This is an optimization exercise on Yosys and OpenROAD, whose aim is small area, a short achievable clock period and few clock cycles per item, not a production implementation. Where RTL was checked, it was by simulation tests only, not by an equivalence proof against the original. No activity file was given, so power comes from the tool's default toggle rates.

## job 103
## vpu_sp_top
module vpu_sp_top (
  input  logic        clk,
  input  logic        rst_n,
  input  logic        line_start,
  input  logic [7:0]  line_y,
  output logic        busy,
  output logic        line_done,
  output logic        param_req_en,
  output logic [3:0]  param_req_addr,
  input  logic [31:0] param_rdata,
  output logic        tile_req_en,
  output logic [15:0] tile_req_addr,
  input  logic [7:0]  tile_rdata,
  output logic        pal_req_en,
  output logic [9:0]  pal_req_addr,
  input  logic [31:0] pal_rdata,
  output logic        lb_rd_en,
  output logic [7:0]  lb_rd_addr,
  output logic        lb_wr_en,
  output logic [7:0]  lb_wr_addr,
  output logic [31:0] lb_wdata,
  input  logic [31:0] lb_rdata
);
  vpu_mem_pkg::param_req_t param_req;
  vpu_mem_pkg::tile_req_t  tile_req;
  vpu_mem_pkg::pal_req_t   pal_req;
  vpu_mem_pkg::lb_req_t    lb_req;
  vpu_sp u_sp (
    .clk         (clk),
    .rst_n       (rst_n),
    .line_start  (line_start),
    .line_y      (line_y),
    .busy        (busy),
    .line_done   (line_done),
    .param_req   (param_req),
    .param_rdata (param_rdata),
    .tile_req    (tile_req),
    .tile_rdata  (tile_rdata),
    .pal_req     (pal_req),
    .pal_rdata   (pal_rdata),
    .lb_req      (lb_req),
    .lb_rdata    (lb_rdata)
  );
  assign param_req_en   = param_req.en;
  assign param_req_addr = param_req.addr;
  assign tile_req_en    = tile_req.en;
  assign tile_req_addr  = tile_req.addr;
  assign pal_req_en     = pal_req.en;
  assign pal_req_addr   = pal_req.addr;
  assign lb_rd_en       = lb_req.rd_en;
  assign lb_rd_addr     = lb_req.rd_addr;
  assign lb_wr_en       = lb_req.wr_en;
  assign lb_wr_addr     = lb_req.wr_addr;
  assign lb_wdata       = lb_req.wdata;
endmodule
Size in the first run: roughly 1400 cells after synthesis, ~300 flip-flops, about 0.014 mm² of cells after synthesis.
==> module vpu_sp_mix, before the edit <==
module vpu_sp_mix (
  input  logic [7:0] x0,
  input  logic [7:0] x1,
  input  logic [7:0] sel,
  input  logic       keep,
  output logic [9:0] hi_a,
  output logic [9:0] hi_b,
  output logic       c6
);
  logic [7:0] m [8];
  logic       inc;
  logic [15:0] ra;
  logic [15:0] rb;
  logic [7:0]  lo;
  always_comb begin
    for (int i = 0; i < 8; i++) m[i] = sel[i] ? x1 : x0;
    inc = keep && (m[0] != 8'd0);
  end
  logic w1, w2, w3, w4, w5, w6, w7, w8, w9, w10, w11, w12, w13, w14, w15, w16, w17, w18, w19, w20, w21, w22, w23, w24, w25, w26, w27, w28, w29, w30, w31, w32, w33, w34, w35, w36, w37, w38, w39, w40, w41, w42, w43, w44, w45, w46, w47, w48, w49, w50, w51, w52, w53, w54, w55, w56, w57, w58, w59, w60, w61, w62, w63, w64, w65, w66, w67, w68, w69, w70, w71, w72, w73, w74, w75, w76, w77, w78, w79, w80, w81, w82, w83, w84;
  assign w1 = m[0][6] ^ m[1][5];
  assign w2 = m[0][6] & m[1][5];
  assign w3 = (m[0][7] ^ m[1][6]) ^ m[2][5];
  assign w4 = (m[0][7] & m[2][5]) | (m[1][6] & (m[0][7] | m[2][5]));
  assign w5 = m[3][4] ^ m[4][3];
  assign w6 = m[3][4] & m[4][3];
  assign w7 = (m[1][7] ^ m[2][6]) ^ m[3][5];
  assign w8 = (m[1][7] & m[3][5]) | (m[2][6] & (m[1][7] | m[3][5]));
  assign w9 = (m[4][4] ^ m[5][3]) ^ m[6][2];
  assign w10 = (m[4][4] & m[6][2]) | (m[5][3] & (m[4][4] | m[6][2]));
  assign w11 = (m[2][7] ^ m[3][6]) ^ m[4][5];
  assign w12 = (m[2][7] & m[4][5]) | (m[3][6] & (m[2][7] | m[4][5]));
  assign w13 = m[0][4] ^ m[1][3];
  assign w14 = m[0][4] & m[1][3];
  assign w15 = (m[0][5] ^ m[1][4]) ^ m[2][3];
  assign w16 = (m[0][5] & m[2][3]) | (m[1][4] & (m[0][5] | m[2][3]));
  assign w17 = m[3][2] ^ m[4][1];
  assign w18 = m[3][2] & m[4][1];
  assign w19 = (w1 ^ m[2][4]) ^ m[3][3];
  assign w20 = (w1 & m[3][3]) | (m[2][4] & (w1 | m[3][3]));
  assign w21 = (m[4][2] ^ m[5][1]) ^ m[6][0];
  assign w22 = (m[4][2] & m[6][0]) | (m[5][1] & (m[4][2] | m[6][0]));
  assign w23 = (w2 ^ w3) ^ w5;
  assign w24 = (w2 & w5) | (w3 & (w2 | w5));
  assign w25 = (m[5][2] ^ m[6][1]) ^ m[7][0];
  assign w26 = (m[5][2] & m[7][0]) | (m[6][1] & (m[5][2] | m[7][0]));
  assign w27 = (w4 ^ w6) ^ w7;
  assign w28 = (w4 & w7) | (w6 & (w4 | w7));
  assign w29 = (w9 ^ m[7][1]) ^ inc;
  assign w30 = (w9 & inc) | (m[7][1] & (w9 | inc));
  assign w31 = (w8 ^ w10) ^ w11;
  assign w32 = (w8 & w11) | (w10 & (w8 | w11));
  assign w33 = (m[5][4] ^ m[6][3]) ^ m[7][2];
  assign w34 = (m[5][4] & m[7][2]) | (m[6][3] & (m[5][4] | m[7][2]));
  assign w35 = (w12 ^ m[3][7]) ^ m[4][6];
  assign w36 = (w12 & m[4][6]) | (m[3][7] & (w12 | m[4][6]));
  assign w37 = (m[5][5] ^ m[6][4]) ^ m[7][3];
  assign w38 = (m[5][5] & m[7][3]) | (m[6][4] & (m[5][5] | m[7][3]));
  assign w39 = (m[4][7] ^ m[5][6]) ^ m[6][5];
  assign w40 = (m[4][7] & m[6][5]) | (m[5][6] & (m[4][7] | m[6][5]));
  assign w41 = m[0][3] ^ m[1][2];
  assign w42 = m[0][3] & m[1][2];
  assign w43 = (w13 ^ m[2][2]) ^ m[3][1];
  assign w44 = (w13 & m[3][1]) | (m[2][2] & (w13 | m[3][1]));
  assign w45 = (w14 ^ w15) ^ w17;
  assign w46 = (w14 & w17) | (w15 & (w14 | w17));
  assign w47 = (w16 ^ w18) ^ w19;
  assign w48 = (w16 & w19) | (w18 & (w16 | w19));
  assign w49 = (w20 ^ w22) ^ w23;
  assign w50 = (w20 & w23) | (w22 & (w20 | w23));
  assign w51 = (w24 ^ w26) ^ w27;
  assign w52 = (w24 & w27) | (w26 & (w24 | w27));
  assign w53 = (w28 ^ w30) ^ w31;
  assign w54 = (w28 & w31) | (w30 & (w28 | w31));
  assign w55 = (w32 ^ w34) ^ w35;
  assign w56 = (w32 & w35) | (w34 & (w32 | w35));
  assign w57 = (w36 ^ w38) ^ w39;
  assign w58 = (w36 & w39) | (w38 & (w36 | w39));
  assign w59 = (w40 ^ m[5][7]) ^ m[6][6];
  assign w60 = (w40 & m[6][6]) | (m[5][7] & (w40 | m[6][6]));
  assign w61 = m[0][2] ^ m[1][1];
  assign w62 = m[0][2] & m[1][1];
  assign w63 = (w41 ^ m[2][1]) ^ m[3][0];
  assign w64 = (w41 & m[3][0]) | (m[2][1] & (w41 | m[3][0]));
  assign w65 = (w42 ^ w43) ^ m[4][0];
  assign w66 = (w42 & m[4][0]) | (w43 & (w42 | m[4][0]));
  assign w67 = (w44 ^ w45) ^ m[5][0];
  assign w68 = (w44 & m[5][0]) | (w45 & (w44 | m[5][0]));
  assign w69 = (w46 ^ w47) ^ w21;
  assign w70 = (w46 & w21) | (w47 & (w46 | w21));
  assign w71 = (w48 ^ w49) ^ w25;
  assign w72 = (w48 & w25) | (w49 & (w48 | w25));
  assign w73 = (w50 ^ w51) ^ w29;
  assign w74 = (w50 & w29) | (w51 & (w50 | w29));
  assign w75 = (w52 ^ w53) ^ w33;
  assign w76 = (w52 & w33) | (w53 & (w52 | w33));
  assign w77 = (w54 ^ w55) ^ w37;
  assign w78 = (w54 & w37) | (w55 & (w54 | w37));
  assign w79 = (w56 ^ w57) ^ m[7][4];
  assign w80 = (w56 & m[7][4]) | (w57 & (w56 | m[7][4]));
  assign w81 = (w58 ^ w59) ^ m[7][5];
  assign w82 = (w58 & m[7][5]) | (w59 & (w58 | m[7][5]));
  assign w83 = (w60 ^ m[6][7]) ^ m[7][6];
  assign w84 = (w60 & m[7][6]) | (m[6][7] & (w60 | m[7][6]));
  assign ra = {1'b0, w84, w82, w80, w78, w76, w74, w72, w70, w68, w66, w64, w62, w61, m[0][1], m[0][0]};
  assign rb = {1'b0, m[7][7], w83, w81, w79, w77, w75, w73, w71, w69, w67, w65, w63, m[2][0], m[1][0], 1'b0};
  always_comb begin
    lo[0] = 1'b0;
    for (int i = 0; i < 6; i++) lo[i + 1] = (ra[i] & lo[i]) | (rb[i] & (ra[i] | lo[i]));
  end
  assign c6   = lo[6];
  assign hi_a = ra[15:6];
  assign hi_b = rb[15:6];
endmodule
==> flow/config.mk <==
export PLATFORM = sky130hd
export DESIGN_NAME = vpu_sp_top
export DESIGN_NICKNAME = vpu_sp_top
export VERILOG_FILES = /design/flow/design.v
export SDC_FILE = /design/flow/constraint.sdc
export NUM_CORES = 4
export LEC_CHECK = 0
export ABC_AREA = 1
export CAP_MARGIN = 20
export CORE_MARGIN = 2
export CORE_UTILIZATION = 40
export CTS_BUF_LIST = sky130_fd_sc_hd__clkbuf_8
export CTS_CLUSTER_DIAMETER = 80
export CTS_CLUSTER_SIZE = 16
export SLEW_MARGIN = 75
==> flow/constraint.sdc <==
create_clock -name core_clock -period 11.0 [get_ports {clk}]
set_input_delay 2.2000 -clock core_clock [delete_from_list [all_inputs] [get_ports {clk}]]
set_output_delay 2.2000 -clock core_clock [all_outputs]
set_load 0.01 [all_outputs]
standard.sh (not shown) runs the stock make flow with config.mk's settings and CLKGATE_MAP_FILE= SYNTH_SCRIPT=/design/flow/synth_recipe.tcl, a recipe that flattens the netlist after the stock synthesis.
==> flow/flow/run.sh <==
#!/bin/bash
# The standard layout, except that
#  - each port gets the smallest buffer (buf_1) instead of the one
#    buffer_ports picks by default;
#  - Yosys's synth runs without its internal abc pass (-noabc), so that the
#    adder trees written in the RTL reach extract_fa as written; the final
#    ABC mapping of the flow is unchanged.
set -euo pipefail
export BUFFER_PORTS_ARGS="-buffer_cell sky130_fd_sc_hd__buf_1"
export SYNTH_ARGS="-noabc"
bash standard.sh finish > standard_flow.log 2>&1
Job 103 completed end to end with timing, DRC and antenna clean.
Relative to job 103, the following input files were edited for job 104:
--- a/flow/design.v
+++ b/flow/design.v
@@ -157,10 +157,7 @@
   assign w84 = (w60 & m[7][6]) | (m[6][7] & (w60 | m[7][6]));
   assign ra = {1'b0, w84, w82, w80, w78, w76, w74, w72, w70, w68, w66, w64, w62, w61, m[0][1], m[0][0]};
   assign rb = {1'b0, m[7][7], w83, w81, w79, w77, w75, w73, w71, w69, w67, w65, w63, m[2][0], m[1][0], 1'b0};
-  always_comb begin
-    lo[0] = 1'b0;
-    for (int i = 0; i < 6; i++) lo[i + 1] = (ra[i] & lo[i]) | (rb[i] & (ra[i] | lo[i]));
-  end
+  assign lo   = {2'b0, ra[5:0]} + {2'b0, rb[5:0]};
   assign c6   = lo[6];
   assign hi_a = ra[15:6];
   assign hi_b = rb[15:6];
### Flow results
Compared with job 103, placement density in the core of job 104 is higher.
Summary — period utilization, job 104 relative to job 103: lower, by 0.38 points.
Of job 104 and job 103, the higher fmax belongs to job 104.
Diff job 103 -> job 104: total global routing overflow level, detailed-route vias per instance moved down.
Against job 103, placed cell area in job 104 rose slightly.
From job 103 to job 104 the numbers moved as follows: die span in y rose by about 0.34%, post-route cell area rose by about 0.7%, part of the total power dissipated in combinational logic rose by 0.3 points, global-route wire length before repair fell by 3.1%, post-synth net total rose by about 0.9%.
Measured against each other, job 104 and job 103 differ in smallest setup slack after layout, the higher figure coming from job 104.
Testbench counts of job 104, summed over its fixed seeds: cycles 50,398, lines 512.
Only the layout flow was run in job 103; the RTL was not checked for function there.

static timing again, ports no longer ideal:
Ports are ideal in the flow. The routed layouts listed here were re-timed in OpenROAD.
Step 1, drivers: a clkbuf_16 drives clk and a buf_2 each remaining input, both assumed.
Step 2 times the ports against the registers' clock, not the clock port: input delays grow and output delays shrink by t, the midpoint of the rising clock arrivals with the driver on.
Slacks: no drivers / after step 1 / after step 2; pairs: no drivers / after step 1.
run	t (ns)	setup WS [ns]	worst setup path at the end	worst register clock-pin slew, ns
job 103	0.645	7.494 / 7.449 / 6.969	input to register	0.11 / 0.11
job 104	0.631	7.535 / 7.489 / 7.098	input to register	0.10 / 0.10
After both steps setup and hold are still met in every run listed. The setup slack of job 103, which loses most, moves by -0.045 ns with the drivers and by -0.525 ns with both steps.
